From an optimization exercise on the open Yosys and OpenROAD flow, aimed at small area and a short achievable clock period; shortcuts taken in it are not production practice. In this exercise RTL edits were held to simulation tests only and were not proved equivalent to the original. Power figures rest on the tool's default switching activity, not on a simulated workload.

==> inputs of exp/indigo <==
Design camera_display_top, start of the top module:
module camera_display_top (
    input  logic       video_clk,
    input  logic       rst_n,
    input  logic       cam_vsync,
    input  logic       cam_href,
    input  logic [7:0] cam_data,
    output logic       vid_hs,
    output logic       vid_vs,
    output logic       vid_de,
    output logic [7:0] vid_r,
    output logic [7:0] vid_g,
    output logic [7:0] vid_b
);
==> module frame_store, before the edit <==
module frame_store #(
    parameter int N  = video_pkg::STORE_DEPTH,
    parameter int AW = video_pkg::STORE_AW,
    parameter int W  = video_pkg::PIX_W
) (
    input  logic                           video_clk,
    input  logic                           rst_n,
    input  logic [video_pkg::STORE_AW-1:0] phase,      
    input  logic                           pix_en,     
    input  logic [video_pkg::STORE_AW-1:0] pix_addr,
    input  logic [video_pkg::PIX_W-1:0]    pix_data,
    input  logic [7:0]                     tap_lo,     
    input  logic [3:0]                     tap_hi,     
    input  logic [AW-1:0]                  rd_pos,     
    input  logic [3:0]                     rd_lag,     
    input  logic [2:0]                     rd_low,     
    output logic [video_pkg::PIX_W-1:0]    rd_data     
);
    logic [W-1:0]  ring [N];
    logic [W-1:0]  low_word [3];    
    logic          slot_sel;        
    logic [1:0]    landing;         
    logic [1:0]    waiting;         
    logic [1:0]    low;             
    logic [1:0]    low_a [2];       
    logic [AW-1:0] place [2];       
    logic [W-1:0]  data [2];
    logic [1:0]    aligned;         
    logic [1:0]    landing_c;       
    logic [1:0]    waiting_c;
    logic [1:0]    low_c;
    logic [AW-1:0] place_c [2];
    logic [1:0]    enter_c;         
    always_ff @(posedge video_clk or negedge rst_n)
    begin
        if (!rst_n)
        begin
            landing <= '0;
        end
        else
        begin
            landing <= landing_c;
        end
    end
    always_comb
    begin
        for (int s = 0; s < 2; s++)
        begin
            aligned[s]   = (place[s][1:0] == 2'b01);
            landing_c[s] = pix_en & (slot_sel == 1'(s));
            waiting_c[s] = (landing[s] | waiting[s]) & ~aligned[s] & ~low[s];
            if (landing_c[s])
            begin
                place_c[s] = pix_addr - phase - 1'b1;
                low_c[s]   = (pix_addr < AW'(3));
            end
            else
            begin
                place_c[s] = place[s] - 1'b1;
                low_c[s]   = low[s];
            end
            enter_c[s] = (landing_c[s] | waiting_c[s]) & (place_c[s][1:0] == 2'b01) & ~low_c[s];
        end
    end
    always_ff @(posedge video_clk)
    begin
        if (pix_en)
        begin
            slot_sel <= ~slot_sel;
        end
        waiting <= waiting_c;
        for (int s = 0; s < 2; s++)
        begin
            place[s] <= place_c[s];
            low[s]   <= low_c[s];
            if (landing_c[s])
            begin
                data[s]  <= pix_data;
                low_a[s] <= pix_addr[1:0];
            end
        end
        for (int s = 0; s < 2; s++)
        begin
            for (int a = 0; a < 3; a++)
            begin
                if (landing[s] && low[s] && (low_a[s] == 2'(a)))
                begin
                    low_word[a] <= data[s];
                end
            end
        end
    end
    logic           ins_land;       
    logic           ins_wait;       
    logic           ins_slot;
    logic [7:0]     ins_lo;         
    logic [3:0]     ins_hi;
    logic [AW-1:0]  ins_place_c;
    logic [N/4-1:0] tap_en;
    logic [W-1:0]   tap_data;
    assign ins_place_c = enter_c[1] ? place_c[1] : place_c[0];
    always_ff @(posedge video_clk or negedge rst_n)
    begin
        if (!rst_n)
        begin
            ins_land <= 1'b0;
        end
        else
        begin
            ins_land <= |(enter_c & landing_c);
        end
    end
    always_ff @(posedge video_clk)
    begin
        ins_wait <= |(enter_c & waiting_c);
        ins_slot <= enter_c[1];
        for (int i = 0; i < 8; i++)
        begin
            ins_lo[i] <= (ins_place_c[4:2] == 3'(i));
        end
        for (int i = 0; i < 4; i++)
        begin
            ins_hi[i] <= (ins_place_c[6:5] == 2'(i));
        end
    end
    assign tap_data = ins_slot ? data[1] : data[0];
    always_comb
    begin
        for (int k = 0; k < N/4; k++)
        begin
            tap_en[k] = (ins_land | ins_wait) & ins_lo[k % 8] & ins_hi[k / 8];
        end
    end
    always_ff @(posedge video_clk)
    begin
        for (int p = 0; p < N; p++)
        begin
            if ((p % 4 == 0) && tap_en[p/4])
            begin
                ring[p] <= tap_data;
            end
            else
            begin
                ring[p] <= ring[(p + 1) % N];
            end
        end
    end
    logic [N/4-1:0] tap_sel;
    logic [W-1:0]   tap_word;
    logic [W-1:0]   smp [4];
    logic [3:0]     rd_lag_q;
    logic [1:0]     rd_slot;        
    logic           byp_q;
    logic [W-1:0]   byp_data_q;
    always_comb
    begin
        tap_word = '0;
        for (int k = 0; k < N/4; k++)
        begin
            tap_sel[k] = tap_lo[k % 8] & tap_hi[k / 8];
            tap_word   = tap_word | (ring[4*k] & {W{tap_sel[k]}});
        end
        for (int s = 0; s < 2; s++)
        begin
            rd_slot[s] = waiting[s] && (place[s] == rd_pos);
        end
    end
    always_ff @(posedge video_clk)
    begin
        smp[0] <= tap_word;
        for (int k = 1; k < 4; k++)
        begin
            smp[k] <= smp[k-1];
        end
        rd_lag_q   <= rd_lag;
        byp_q      <= (|rd_low) | rd_slot[0] | rd_slot[1];
        if (|rd_low)
        begin
            byp_data_q <= rd_low[0] ? low_word[0] : (rd_low[1] ? low_word[1] : low_word[2]);
        end
        else
        begin
            byp_data_q <= rd_slot[1] ? data[1] : data[0];
        end
    end
    always_comb
    begin
        rd_data = '0;
        for (int k = 0; k < 4; k++)
        begin
            rd_data = rd_data | (smp[k] & {W{rd_lag_q[k]}});
        end
        if (byp_q)
        begin
            rd_data = byp_data_q;
        end
    end
endmodule
make LEC_CHECK=0 CAP_MARGIN=20 CORE_MARGIN=2 CORE_UTILIZATION=50 CTS_CLUSTER_DIAMETER=80 CTS_CLUSTER_SIZE=24 PLACE_DENSITY=0.65 SETUP_SLACK_MARGIN=2.85 SLEW_MARGIN=20 finish   # period 5.0 ns
run.sh (not shown) runs the stock make flow with config.mk's settings and CLKGATE_MAP_FILE= SYNTH_SCRIPT=/design/flow/synth_recipe.tcl, a recipe that flattens the netlist after the stock synthesis.
==> inputs of exp/pepper, as changes to exp/indigo <==
--- a/flow/design.v
+++ b/flow/design.v
@@ -147,2 +147,7 @@
     logic [1:0]    enter_c;         
+    logic [AW-1:0] load_place;      
+    always_ff @(posedge video_clk)
+    begin
+        load_place <= pix_addr + ~phase - 1'b1;
+    end
     always_ff @(posedge video_clk or negedge rst_n)
@@ -167,3 +172,3 @@
             begin
-                place_c[s] = pix_addr - phase - 1'b1;
+                place_c[s] = load_place;
                 low_c[s]   = (pix_addr < AW'(3));
CAP_MARGIN = 8   (was 20)
SLEW_MARGIN = 8   (was 20)
==> comparison table <==
item	exp/indigo	exp/pepper
Result of the run	complete, no violations	complete, no violations
Non-clock inverter instance count of the final layout	53	75
Number of tap instances	1625	1637
Fin cells	6458	6457
Critical Path Slowest Stage Cell	sky130_fd_sc_hd__dfrtp_2	sky130_fd_sc_hd__dfrtp_1
Seq Cell Count	2354	2361
Fill cell instance count of the final layout	9887	10230
Via Count	34310	34424
Floorplan die width	356 um	356 um
Int Power	23.9 mW	23.8 mW
Fraction of the mapped netlist area in compound gates	9.96%	10.3%
Static Leakage	26.0 nW	26.0 nW
Power attributed to combinational cells	1.01 mW	937 uW
Total power after layout	30.4 mW	30.3 mW

[separate check: timing with driven ports]
In the flow no input, the clock included, has a driving cell. The finished layouts below were timed again as built, in two steps. Step 1 assumes that a clkbuf_16 drives the clock port and a buf_2 every other input. Step 2 also shifts input and output timing later by t, the mid clock arrival at the registers, as if the neighbouring blocks saw the same clock. Slacks: no drivers / after step 1 / after step 2; pairs: no drivers / after step 1.
| run | t, ns | slack for setup (ns) | worst setup path after step 2 |
|---|---|---|---|
| exp/indigo | 0.798 | 2.629 / 2.629 / 2.024 | input to register |
| exp/pepper | 0.800 | 2.748 / 2.667 / 2.091 | input to register |
After both steps setup and hold are still met in every run listed. The setup slack of exp/pepper, which loses most, moves by -0.081 ns with the drivers and by -0.657 ns with both steps.
